Background: an optimization exercise with open tools, aiming at small area, a short achievable clock period and few clock cycles per item. Do not read the settings as production practice. The RTL was checked by simulation tests, not by an equivalence proof against the original design.

Design xbar_top, start of the top module:
module xbar_top (
  input  logic                                  clk,
  input  logic                                  rst_n,
  input  logic [4*32-1:0]  start_addr_i,
  input  logic [4*32-1:0]  end_addr_i,
  input  logic [2*(4 + 32)-1:0] aw_i,
  input  logic [2-1:0]               aw_valid_i,
  output logic [2-1:0]               aw_ready_o,
  input  logic [2*(32 + (32 / 8))-1:0] w_i,
  input  logic [2-1:0]               w_valid_i,
  output logic [2-1:0]               w_ready_o,
  input  logic [2*(4 + 32)-1:0] ar_i,
  input  logic [2-1:0]               ar_valid_i,
  output logic [2-1:0]               ar_ready_o,
  output logic [2*(4 + 2)-1:0]    b_o,
  output logic [2-1:0]               b_valid_o,
  input  logic [2-1:0]               b_ready_i,
  output logic [2*(4 + 32 + 2)-1:0]    r_o,
  output logic [2-1:0]               r_valid_o,
  input  logic [2-1:0]               r_ready_i,
  output logic [4*((1 + 4) + 32)-1:0] t_aw_o,
  output logic [4-1:0]               t_aw_valid_o,
  input  logic [4-1:0]               t_aw_ready_i,
  output logic [4*(32 + (32 / 8))-1:0] t_w_o,
  output logic [4-1:0]               t_w_valid_o,
  input  logic [4-1:0]               t_w_ready_i,
  output logic [4*((1 + 4) + 32)-1:0] t_ar_o,
  output logic [4-1:0]               t_ar_valid_o,
  input  logic [4-1:0]               t_ar_ready_i,
  input  logic [4*((1 + 4) + 2)-1:0]    t_b_i,
  input  logic [4-1:0]               t_b_valid_i,
  output logic [4-1:0]               t_b_ready_o,
  input  logic [4*((1 + 4) + 32 + 2)-1:0]    t_r_i,
  input  logic [4-1:0]               t_r_valid_i,
  output logic [4-1:0]               t_r_ready_o
);
Size in the first run: about 1200 I/O pins.
==> flow/config.mk <==
export PLATFORM = sky130hd
export DESIGN_NAME = xbar_top
export DESIGN_NICKNAME = xbar_top
export VERILOG_FILES = /design/flow/design.v
export SDC_FILE = /design/flow/constraint.sdc
export NUM_CORES = 4
export LEC_CHECK = 0
export CAP_MARGIN = 20
export CORE_AREA = 5 5 275 275
export DIE_AREA = 0 0 280 280
export SETUP_SLACK_MARGIN = 3
export SLEW_MARGIN = 20
==> flow/constraint.sdc <==
create_clock -name core_clock -period 9.0 [get_ports {clk}]
set_input_delay 1.8000 -clock core_clock [delete_from_list [all_inputs] [get_ports {clk}]]
set_output_delay 1.8000 -clock core_clock [all_outputs]
set_load 0.01 [all_outputs]
standard.sh (not shown) runs the stock make flow with config.mk's settings and CLKGATE_MAP_FILE= SYNTH_SCRIPT=/design/flow/synth_recipe.tcl, a recipe that flattens the netlist after the stock synthesis.
==> flow/flow/run.sh <==
#!/bin/bash
# The standard layout with two changes to how it is made:
# - every port is buffered by the smallest buffer cell instead of the delay
#   buffer buffer_ports picks on its own;
# - pins may sit one routing track apart instead of two, so the die can be
#   sized by the cells rather than by the 1246 pins around its edge.
set -euo pipefail
export BUFFER_PORTS_ARGS="-buffer_cell sky130_fd_sc_hd__buf_1"
export PLACE_PINS_ARGS="-min_distance 1 -min_distance_in_tracks"
bash standard.sh finish > standard_flow.log 2>&1
Testbench counts at the start, summed over its fixed seeds: cycles 2,988, items 6,400.
Edit:
==> flow/flow/run.sh (replaced) <==
#!/bin/bash
# The standard layout, with every port buffered by the smallest buffer
# cell instead of the delay buffer buffer_ports picks on its own.
set -euo pipefail
export BUFFER_PORTS_ARGS="-buffer_cell sky130_fd_sc_hd__buf_1"
bash standard.sh finish > standard_flow.log 2>&1
- CORE_AREA: 5 5 275 275 -> 5 5 425 425
- DIE_AREA: 0 0 280 280 -> 0 0 430 430
What happened: Via count goes up by 4.1%; final cell count rose by 24%; synthesized cell count does not change.

---

xbar_top, a different RTL version from the one above (not shown whole).
For scale: roughly 4500 cells after synthesis, roughly 250 flip-flops, ~1200 I/O pins, about 0.033 mm² of cells after synthesis.
export LEC_CHECK = 0
export CAP_MARGIN = 20
export CORE_AREA = 5 5 425 425
export DIE_AREA = 0 0 430 430
export SETUP_SLACK_MARGIN = 3.5
export SLEW_MARGIN = 20
create_clock -name core_clock -period 9.0 [get_ports {clk}]
==> flow/flow/run.sh <==
#!/bin/bash
# The standard layout, with every port buffered by the smallest buffer
# cell instead of the delay buffer buffer_ports picks on its own.
set -euo pipefail
export BUFFER_PORTS_ARGS="-buffer_cell sky130_fd_sc_hd__buf_1"
bash standard.sh finish > standard_flow.log 2>&1
Testbench counts at the start, summed over its fixed seeds: cycles 3,045, items 6,400.
Then changed:
==> flow/flow/run.sh (replaced) <==
#!/bin/bash
# The standard layout with two changes to how it is made:
# - every port is buffered by the smallest buffer cell instead of the delay
#   buffer buffer_ports picks on its own;
# - pins may sit one routing track apart instead of two, so the die can be
#   sized by the cells rather than by the 1246 pins around its edge.
set -euo pipefail
export BUFFER_PORTS_ARGS="-buffer_cell sky130_fd_sc_hd__buf_1"
export PLACE_PINS_ARGS="-min_distance 1 -min_distance_in_tracks"
bash standard.sh finish > standard_flow.log 2>&1
CORE_AREA = 5 5 275 275   (was 5 5 425 425)
DIE_AREA = 0 0 280 280   (was 0 0 430 430)
Effect:
- With this change the flow ended with an error in 5_1_grt on GRT-0116
- area after synthesis does not change
- synthesized cell count stays the same
Then changed:
==> flow/flow/run.sh (replaced) <==
#!/bin/bash
# The standard layout, with every port buffered by the smallest buffer
# cell instead of the delay buffer buffer_ports picks on its own.
set -euo pipefail
export BUFFER_PORTS_ARGS="-buffer_cell sky130_fd_sc_hd__buf_1"
bash standard.sh finish > standard_flow.log 2>&1
CORE_AREA = 5 5 425 425   (was 5 5 275 275)
DIE_AREA = 0 0 430 430   (was 0 0 280 280)
SETUP_SLACK_MARGIN = 4   (was 3.5)
The changed run went through all stages and came out clean.
Area after synthesis is unchanged.
Synthesized cell count is unchanged.

[static timing again, ports no longer ideal]
No port has a modelled driver above. Below, the same layouts with a new extraction and two added sets of constraints. Step 1 (the two cells are an assumption about what drives the block):
set clk [get_ports {clk}]
set_driving_cell -lib_cell sky130_fd_sc_hd__clkbuf_16 $clk
set_driving_cell -lib_cell sky130_fd_sc_hd__buf_2 [delete_from_list [all_inputs] $clk]
Step 2 adds t to the input delays and takes it off the output delays; t is the mean of the earliest and latest rising clock arrival at the registers after step 1. Input paths then give back, and output paths get back, about the clock's delay inside the block. Three values: no drivers, after step 1, after step 2; two values: the first two.
| run | t (ns) | slack for setup (ns) | hold WS [ns] | pins driven straight from the clock port |
|---|---|---|---|---|
| the first run of note 1 | 0.642 | 3.012 / 3.040 / 2.398 | 0.475 / 0.475 / 0.475 | 1 |
| the second run of note 1 | 0.652 | 3.023 / 3.038 / 2.395 | 0.503 / 0.503 / 0.503 | 1 |
| the first run of note 2 | 0.661 | 3.626 / 3.566 / 2.968 | 0.521 / 0.521 / 0.521 | 1 |
| the third run of note 2 | 0.667 | 3.865 / 3.868 / 3.201 | 0.523 / 0.523 / 0.523 | 1 |
After both steps every run listed still meets setup and hold. The setup slack of the third run of note 2, which loses most, moves by +0.003 ns with the drivers and by -0.664 ns with both steps.
